What follows belongs to an exercise in optimizing a design on an open flow for small area and a short achievable clock period; a production flow would make more cautious choices.
RTL that was checked went through simulation tests only; none was proved equivalent to the original.
No activity file was given, so power comes from the tool's default toggle rates.

==> flow/design.v <==
package dbg_pkg;
	typedef logic [7:0] sample_t;
	typedef logic [31:0] count_t;
	typedef logic [3:0] ir_t;
	typedef enum logic [3:0] {
		TEST_LOGIC_RESET,
		RUN_TEST_IDLE,
		SELECT_DR,
		CAPTURE_DR,
		SHIFT_DR,
		EXIT1_DR,
		PAUSE_DR,
		EXIT2_DR,
		UPDATE_DR,
		SELECT_IR,
		CAPTURE_IR,
		SHIFT_IR,
		EXIT1_IR,
		PAUSE_IR,
		EXIT2_IR,
		UPDATE_IR
	} tap_state_t;
	localparam ir_t IR_IDCODE   = 4'h1;
	localparam ir_t IR_CTRL     = 4'h2;
	localparam ir_t IR_STATUS   = 4'h3;
	localparam ir_t IR_MEM_ADDR = 4'h4;
	localparam ir_t IR_MEM_DATA = 4'h5;
	localparam ir_t IR_BYPASS   = 4'hF;
	localparam logic [31:0] IDCODE_VAL = 32'h1DB9_0A5F;
	localparam int CTRL_W   = 8;
	localparam int STATUS_W = 65;
	localparam int DR_MAX_W = 65;
endpackage
`timescale 1ns/1ns
`default_nettype none
module debug_top #(
	parameter int ADDR_W = 6
) (
	input wire logic clk,
	input wire logic reset_i,
	input wire logic tck_i,
	input wire logic tms_i,
	input wire logic tdi_i,
	output logic tdo_o,
	input wire logic rx_bit_i,
	input wire logic rx_valid_i,
	input wire dbg_pkg::sample_t sample_i,
	input wire logic sample_valid_i
);
	localparam int DRW = dbg_pkg::DR_MAX_W;
	localparam int DEPTH = 2 ** ADDR_W;
	logic [1:0] tck_sync_q;
	logic [1:0] tms_sync_q;
	logic [1:0] tdi_sync_q;
	logic rise_q;
	logic fall_q;
	always_ff @(posedge clk) begin
		if (reset_i) begin
			tck_sync_q <= '0;
			tms_sync_q <= '1;
			tdi_sync_q <= '0;
			rise_q <= 1'b0;
			fall_q <= 1'b0;
		end else begin
			tck_sync_q <= {tck_sync_q[0], tck_i};
			tms_sync_q <= {tms_sync_q[0], tms_i};
			tdi_sync_q <= {tdi_sync_q[0], tdi_i};
			rise_q <= tck_sync_q[0] & ~tck_sync_q[1];
			fall_q <= ~tck_sync_q[0] & tck_sync_q[1];
		end
	end
	wire tms = tms_sync_q[1];
	wire tdi = tdi_sync_q[1];
	dbg_pkg::tap_state_t state_q;
	dbg_pkg::tap_state_t state_d;
	always_comb begin
		case (state_q)
			dbg_pkg::TEST_LOGIC_RESET: state_d = tms ? dbg_pkg::TEST_LOGIC_RESET : dbg_pkg::RUN_TEST_IDLE;
			dbg_pkg::RUN_TEST_IDLE:    state_d = tms ? dbg_pkg::SELECT_DR : dbg_pkg::RUN_TEST_IDLE;
			dbg_pkg::SELECT_DR:        state_d = tms ? dbg_pkg::SELECT_IR : dbg_pkg::CAPTURE_DR;
			dbg_pkg::CAPTURE_DR,
			dbg_pkg::SHIFT_DR:         state_d = tms ? dbg_pkg::EXIT1_DR : dbg_pkg::SHIFT_DR;
			dbg_pkg::EXIT1_DR:         state_d = tms ? dbg_pkg::UPDATE_DR : dbg_pkg::PAUSE_DR;
			dbg_pkg::PAUSE_DR:         state_d = tms ? dbg_pkg::EXIT2_DR : dbg_pkg::PAUSE_DR;
			dbg_pkg::EXIT2_DR:         state_d = tms ? dbg_pkg::UPDATE_DR : dbg_pkg::SHIFT_DR;
			dbg_pkg::SELECT_IR:        state_d = tms ? dbg_pkg::TEST_LOGIC_RESET : dbg_pkg::CAPTURE_IR;
			dbg_pkg::CAPTURE_IR,
			dbg_pkg::SHIFT_IR:         state_d = tms ? dbg_pkg::EXIT1_IR : dbg_pkg::SHIFT_IR;
			dbg_pkg::EXIT1_IR:         state_d = tms ? dbg_pkg::UPDATE_IR : dbg_pkg::PAUSE_IR;
			dbg_pkg::PAUSE_IR:         state_d = tms ? dbg_pkg::EXIT2_IR : dbg_pkg::PAUSE_IR;
			dbg_pkg::EXIT2_IR:         state_d = tms ? dbg_pkg::UPDATE_IR : dbg_pkg::SHIFT_IR;
			default:                   state_d = tms ? dbg_pkg::SELECT_DR : dbg_pkg::RUN_TEST_IDLE;
		endcase
	end
	wire st_tlr    = (state_q == dbg_pkg::TEST_LOGIC_RESET);
	wire st_cap_dr = (state_q == dbg_pkg::CAPTURE_DR);
	wire st_sh_dr  = (state_q == dbg_pkg::SHIFT_DR);
	wire st_upd_dr = (state_q == dbg_pkg::UPDATE_DR);
	wire st_cap_ir = (state_q == dbg_pkg::CAPTURE_IR);
	wire st_sh_ir  = (state_q == dbg_pkg::SHIFT_IR);
	wire st_upd_ir = (state_q == dbg_pkg::UPDATE_IR);
	logic [DRW-1:0] dr_sr;
	logic status_late_q;
	dbg_pkg::count_t correct_q;
	dbg_pkg::count_t total_q;
	logic [DRW-1:0] dr_cap;
	dbg_pkg::ir_t ir_q;
	logic [6:0] shift_cnt_q;
	logic [7:0] first_q;
	logic [7:0] upd_val;
	always_ff @(posedge clk) begin
		if (rise_q) begin
			if (st_cap_ir)
				dr_sr <= {4'b0001, {(DRW - 4){1'b0}}};
			else if (st_cap_dr)
				dr_sr <= dr_cap;
			else if (st_sh_dr || st_sh_ir)
				dr_sr <= {tdi, dr_sr[DRW-1:1]};
		end else if (status_late_q) begin
			dr_sr[63:0] <= {correct_q, total_q};
		end
	end
	always_ff @(posedge clk) begin
		if (rise_q && st_cap_dr) begin
			shift_cnt_q <= '0;
			first_q <= '0;
		end else if (rise_q && st_sh_dr) begin
			if (shift_cnt_q != 7'(DRW))
				shift_cnt_q <= shift_cnt_q + 1'b1;
			if (shift_cnt_q[6:3] == 4'd0)
				first_q[shift_cnt_q[2:0]] <= tdi;
		end
	end
	assign upd_val = (shift_cnt_q == 7'(DRW)) ? dr_sr[7:0] : first_q;
	wire is_idcode = (ir_q == dbg_pkg::IR_IDCODE);
	wire is_ctrl   = (ir_q == dbg_pkg::IR_CTRL);
	wire is_status = (ir_q == dbg_pkg::IR_STATUS);
	wire is_addr   = (ir_q == dbg_pkg::IR_MEM_ADDR);
	wire is_data   = (ir_q == dbg_pkg::IR_MEM_DATA);
	wire is_bypass = (ir_q == dbg_pkg::IR_BYPASS);
	always_ff @(posedge clk) begin
		if (reset_i) begin
			state_q <= dbg_pkg::TEST_LOGIC_RESET;
			ir_q <= dbg_pkg::IR_IDCODE;
			tdo_o <= 1'b0;
		end else begin
			if (st_tlr)
				ir_q <= dbg_pkg::IR_IDCODE;
			if (rise_q) begin
				state_q <= state_d;
				if (st_upd_ir)
					ir_q <= dr_sr[DRW-1:DRW-4];
			end
			if (fall_q) begin
				if (st_sh_ir)
					tdo_o <= dr_sr[DRW-4];
				else if (st_sh_dr)
					tdo_o <= is_bypass ? dr_sr[DRW-1] : status_late_q ? total_q[0] : dr_sr[0];
				else
					tdo_o <= 1'b0;
			end
		end
	end
	logic [7:1] ctrl_q;
	logic cap_arm_q;
	logic rd_req_q;
	logic [ADDR_W-1:0] rd_addr_q;
	dbg_pkg::sample_t data_q;
	logic wr_en_q;
	logic cap_done_q;
	dbg_pkg::sample_t rd_cand_q [4];
	logic [1:0] rd_hi_q;
	logic rd_grant_q;
	dbg_pkg::sample_t rd_fresh;
	wire upd = rise_q && st_upd_dr;
	wire rd_grant = rd_req_q && !wr_en_q;
	always_ff @(posedge clk) begin
		if (reset_i) begin
			ctrl_q <= '0;
			cap_arm_q <= 1'b0;
			rd_req_q <= 1'b0;
			rd_addr_q <= '0;
		end else begin
			cap_arm_q <= 1'b0;
			if (upd && is_ctrl) begin
				ctrl_q <= upd_val[7:1];
				cap_arm_q <= upd_val[0];
			end
			if (rd_grant)
				rd_req_q <= 1'b0;
			if (upd && is_addr) begin
				rd_addr_q <= upd_val[ADDR_W-1:0];
				rd_req_q <= 1'b1;
			end
		end
	end
	always_comb begin
		dr_cap = '0;
		if (is_idcode)
			dr_cap[31:0] = dbg_pkg::IDCODE_VAL;
		else if (is_ctrl)
			dr_cap[7:0] = {ctrl_q, 1'b0};
		else if (is_status)
			dr_cap = {cap_done_q, 64'd0};   
		else if (is_addr)
			dr_cap[ADDR_W-1:0] = rd_addr_q;
		else if (is_data)
			dr_cap[7:0] = rd_grant_q ? rd_fresh : data_q;
	end
	dbg_pkg::sample_t mem [DEPTH];
	dbg_pkg::sample_t wr_data_q;
	logic cap_active_q;
	logic [ADDR_W-1:0] wr_ptr_q;
	always_ff @(posedge clk) begin
		if (wr_en_q)
			mem[wr_ptr_q] <= wr_data_q;
	end
	for (genvar g = 0; g < 4; g++) begin : g_cand
		always_ff @(posedge clk)
			rd_cand_q[g] <= mem[{2'(g), rd_addr_q[3:0]}];
	end
	assign rd_fresh = rd_cand_q[rd_hi_q];
	always_ff @(posedge clk) begin
		rd_hi_q <= rd_addr_q[5:4];
		rd_grant_q <= rd_grant;
		if (rd_grant_q)
			data_q <= rd_fresh;
	end
	wire cap_take = cap_active_q && sample_valid_i;
	always_ff @(posedge clk) begin
		wr_data_q <= sample_i;
		if (reset_i) begin
			cap_active_q <= 1'b0;
			wr_ptr_q <= '1;
			wr_en_q <= 1'b0;
			cap_done_q <= 1'b0;
		end else begin
			wr_en_q <= 1'b0;
			if (cap_arm_q) begin
				cap_active_q <= 1'b1;
				wr_ptr_q <= '1;
				cap_done_q <= 1'b0;
			end else if (cap_take) begin
				wr_en_q <= 1'b1;
				wr_ptr_q <= wr_ptr_q + 1'b1;
				if (wr_ptr_q == ADDR_W'(DEPTH - 2)) begin
					cap_active_q <= 1'b0;
					cap_done_q <= 1'b1;
				end
			end
		end
	end
	logic [6:0] hist_q;
	logic [2:0] seen_q;
	logic rx_valid_q;
	logic rx_bit_q;
	logic prbs_clr_q;
	wire predicted = hist_q[5] ^ hist_q[6];
	wire primed = (seen_q == 3'd7);
	always_ff @(posedge clk) begin
		rx_valid_q <= rx_valid_i;
		rx_bit_q <= rx_bit_i;
		prbs_clr_q <= reset_i || !ctrl_q[1];
		status_late_q <= rise_q && st_cap_dr && is_status;
	end
	always_ff @(posedge clk) begin
		if (prbs_clr_q) begin
			hist_q <= '0;
			seen_q <= '0;
			correct_q <= '0;
			total_q <= '0;
		end else if (rx_valid_q) begin
			hist_q <= {hist_q[5:0], rx_bit_q};
			if (primed) begin
				total_q <= total_q + 1'b1;
				if (rx_bit_q == predicted)
					correct_q <= correct_q + 1'b1;
			end else begin
				seen_q <= seen_q + 1'b1;
			end
		end
	end
endmodule
`default_nettype wire
Settings: LEC_CHECK=0, CAP_MARGIN=20, CORE_MARGIN=2, CORE_UTILIZATION=60, CTS_BUF_LIST=sky130_fd_sc_hd__clkbuf_16, CTS_CLUSTER_DIAMETER=80, CTS_CLUSTER_SIZE=25, SETUP_SLACK_MARGIN=3.9, SLEW_MARGIN=20; clock period 6.0 ns.
run.sh (not shown) runs the stock make flow with config.mk's settings and CLKGATE_MAP_FILE= SYNTH_SCRIPT=/design/flow/synth_recipe.tcl, a recipe that flattens the netlist after the stock synthesis.
The first run ran to the end with no violations.
Then changed:
--- a/flow/design.v
+++ b/flow/design.v
@@ -101,7 +101,4 @@
 	wire st_upd_ir = (state_q == dbg_pkg::UPDATE_IR);
 	logic [DRW-1:0] dr_sr;
-	logic status_late_q;
-	dbg_pkg::count_t correct_q;
-	dbg_pkg::count_t total_q;
 	logic [DRW-1:0] dr_cap;
 	dbg_pkg::ir_t ir_q;
@@ -117,6 +114,4 @@
 			else if (st_sh_dr || st_sh_ir)
 				dr_sr <= {tdi, dr_sr[DRW-1:1]};
-		end else if (status_late_q) begin
-			dr_sr[63:0] <= {correct_q, total_q};
 		end
 	end
@@ -156,5 +151,5 @@
 					tdo_o <= dr_sr[DRW-4];
 				else if (st_sh_dr)
-					tdo_o <= is_bypass ? dr_sr[DRW-1] : status_late_q ? total_q[0] : dr_sr[0];
+					tdo_o <= is_bypass ? dr_sr[DRW-1] : dr_sr[0];
 				else
 					tdo_o <= 1'b0;
@@ -169,8 +164,6 @@
 	logic wr_en_q;
 	logic cap_done_q;
-	dbg_pkg::sample_t rd_cand_q [4];
-	logic [1:0] rd_hi_q;
-	logic rd_grant_q;
-	dbg_pkg::sample_t rd_fresh;
+	dbg_pkg::count_t correct_q;
+	dbg_pkg::count_t total_q;
 	wire upd = rise_q && st_upd_dr;
 	wire rd_grant = rd_req_q && !wr_en_q;
@@ -202,9 +195,9 @@
 			dr_cap[7:0] = {ctrl_q, 1'b0};
 		else if (is_status)
-			dr_cap = {cap_done_q, 64'd0};   
+			dr_cap = {cap_done_q, correct_q, total_q};
 		else if (is_addr)
 			dr_cap[ADDR_W-1:0] = rd_addr_q;
 		else if (is_data)
-			dr_cap[7:0] = rd_grant_q ? rd_fresh : data_q;
+			dr_cap[7:0] = data_q;
 	end
 	dbg_pkg::sample_t mem [DEPTH];
@@ -216,14 +209,7 @@
 			mem[wr_ptr_q] <= wr_data_q;
 	end
-	for (genvar g = 0; g < 4; g++) begin : g_cand
-		always_ff @(posedge clk)
-			rd_cand_q[g] <= mem[{2'(g), rd_addr_q[3:0]}];
-	end
-	assign rd_fresh = rd_cand_q[rd_hi_q];
-	always_ff @(posedge clk) begin
-		rd_hi_q <= rd_addr_q[5:4];
-		rd_grant_q <= rd_grant;
-		if (rd_grant_q)
-			data_q <= rd_fresh;
+	always_ff @(posedge clk) begin
+		if (rd_grant)
+			data_q <= mem[rd_addr_q];
 	end
 	wire cap_take = cap_active_q && sample_valid_i;
@@ -253,26 +239,17 @@
 	logic [6:0] hist_q;
 	logic [2:0] seen_q;
-	logic rx_valid_q;
-	logic rx_bit_q;
-	logic prbs_clr_q;
 	wire predicted = hist_q[5] ^ hist_q[6];
 	wire primed = (seen_q == 3'd7);
 	always_ff @(posedge clk) begin
-		rx_valid_q <= rx_valid_i;
-		rx_bit_q <= rx_bit_i;
-		prbs_clr_q <= reset_i || !ctrl_q[1];
-		status_late_q <= rise_q && st_cap_dr && is_status;
-	end
-	always_ff @(posedge clk) begin
-		if (prbs_clr_q) begin
+		if (reset_i || !ctrl_q[1]) begin
 			hist_q <= '0;
 			seen_q <= '0;
 			correct_q <= '0;
 			total_q <= '0;
-		end else if (rx_valid_q) begin
-			hist_q <= {hist_q[5:0], rx_bit_q};
+		end else if (rx_valid_i) begin
+			hist_q <= {hist_q[5:0], rx_bit_i};
 			if (primed) begin
 				total_q <= total_q + 1'b1;
-				if (rx_bit_q == predicted)
+				if (rx_bit_i == predicted)
 					correct_q <= correct_q + 1'b1;
 			end else begin
After rerunning:
- worst hold slack gains 36 ps
- worst setup slack loses 43 ps
- clock-buffer cell count grows by 2
- die area shrinks by 2.7%
- global-route usage grows by 0.74 points
- power shrinks by 3.2%
- cell count grows by 0.55%
- final area barely changes
- first-iteration DRC count shrinks by 3.5%
- area after synthesis shrinks by 2.8%
The RTL of the first run of this note was laid out without a check of its function.

port drivers added, routing unchanged:
In the flow no input, the clock included, has a driving cell. The finished layouts below were timed again as built, in two steps. Step 1 assumes that a clkbuf_16 drives the clock port and a buf_2 every other input. Step 2 moves the port delays by t, midway between the first and last clock arrival at a register: inputs arrive t later, outputs are due t later. That takes back most of the time a late clock gives input paths. Three values: no drivers, after step 1, after step 2; two values: the first two.
run	t (ns)	setup WS [ns]	worst setup path after step 2	worst data-port slew with drivers (ns)
the first run	0.652	3.722 / 3.661 / 3.429	input to register	0.07
the second run	0.655	3.679 / 3.679 / 3.193	input to register	0.04
After both steps setup and hold are still met in every run listed. The setup slack of the second run, which loses most, moves by 0.000 ns with the drivers and by -0.486 ns with both steps.
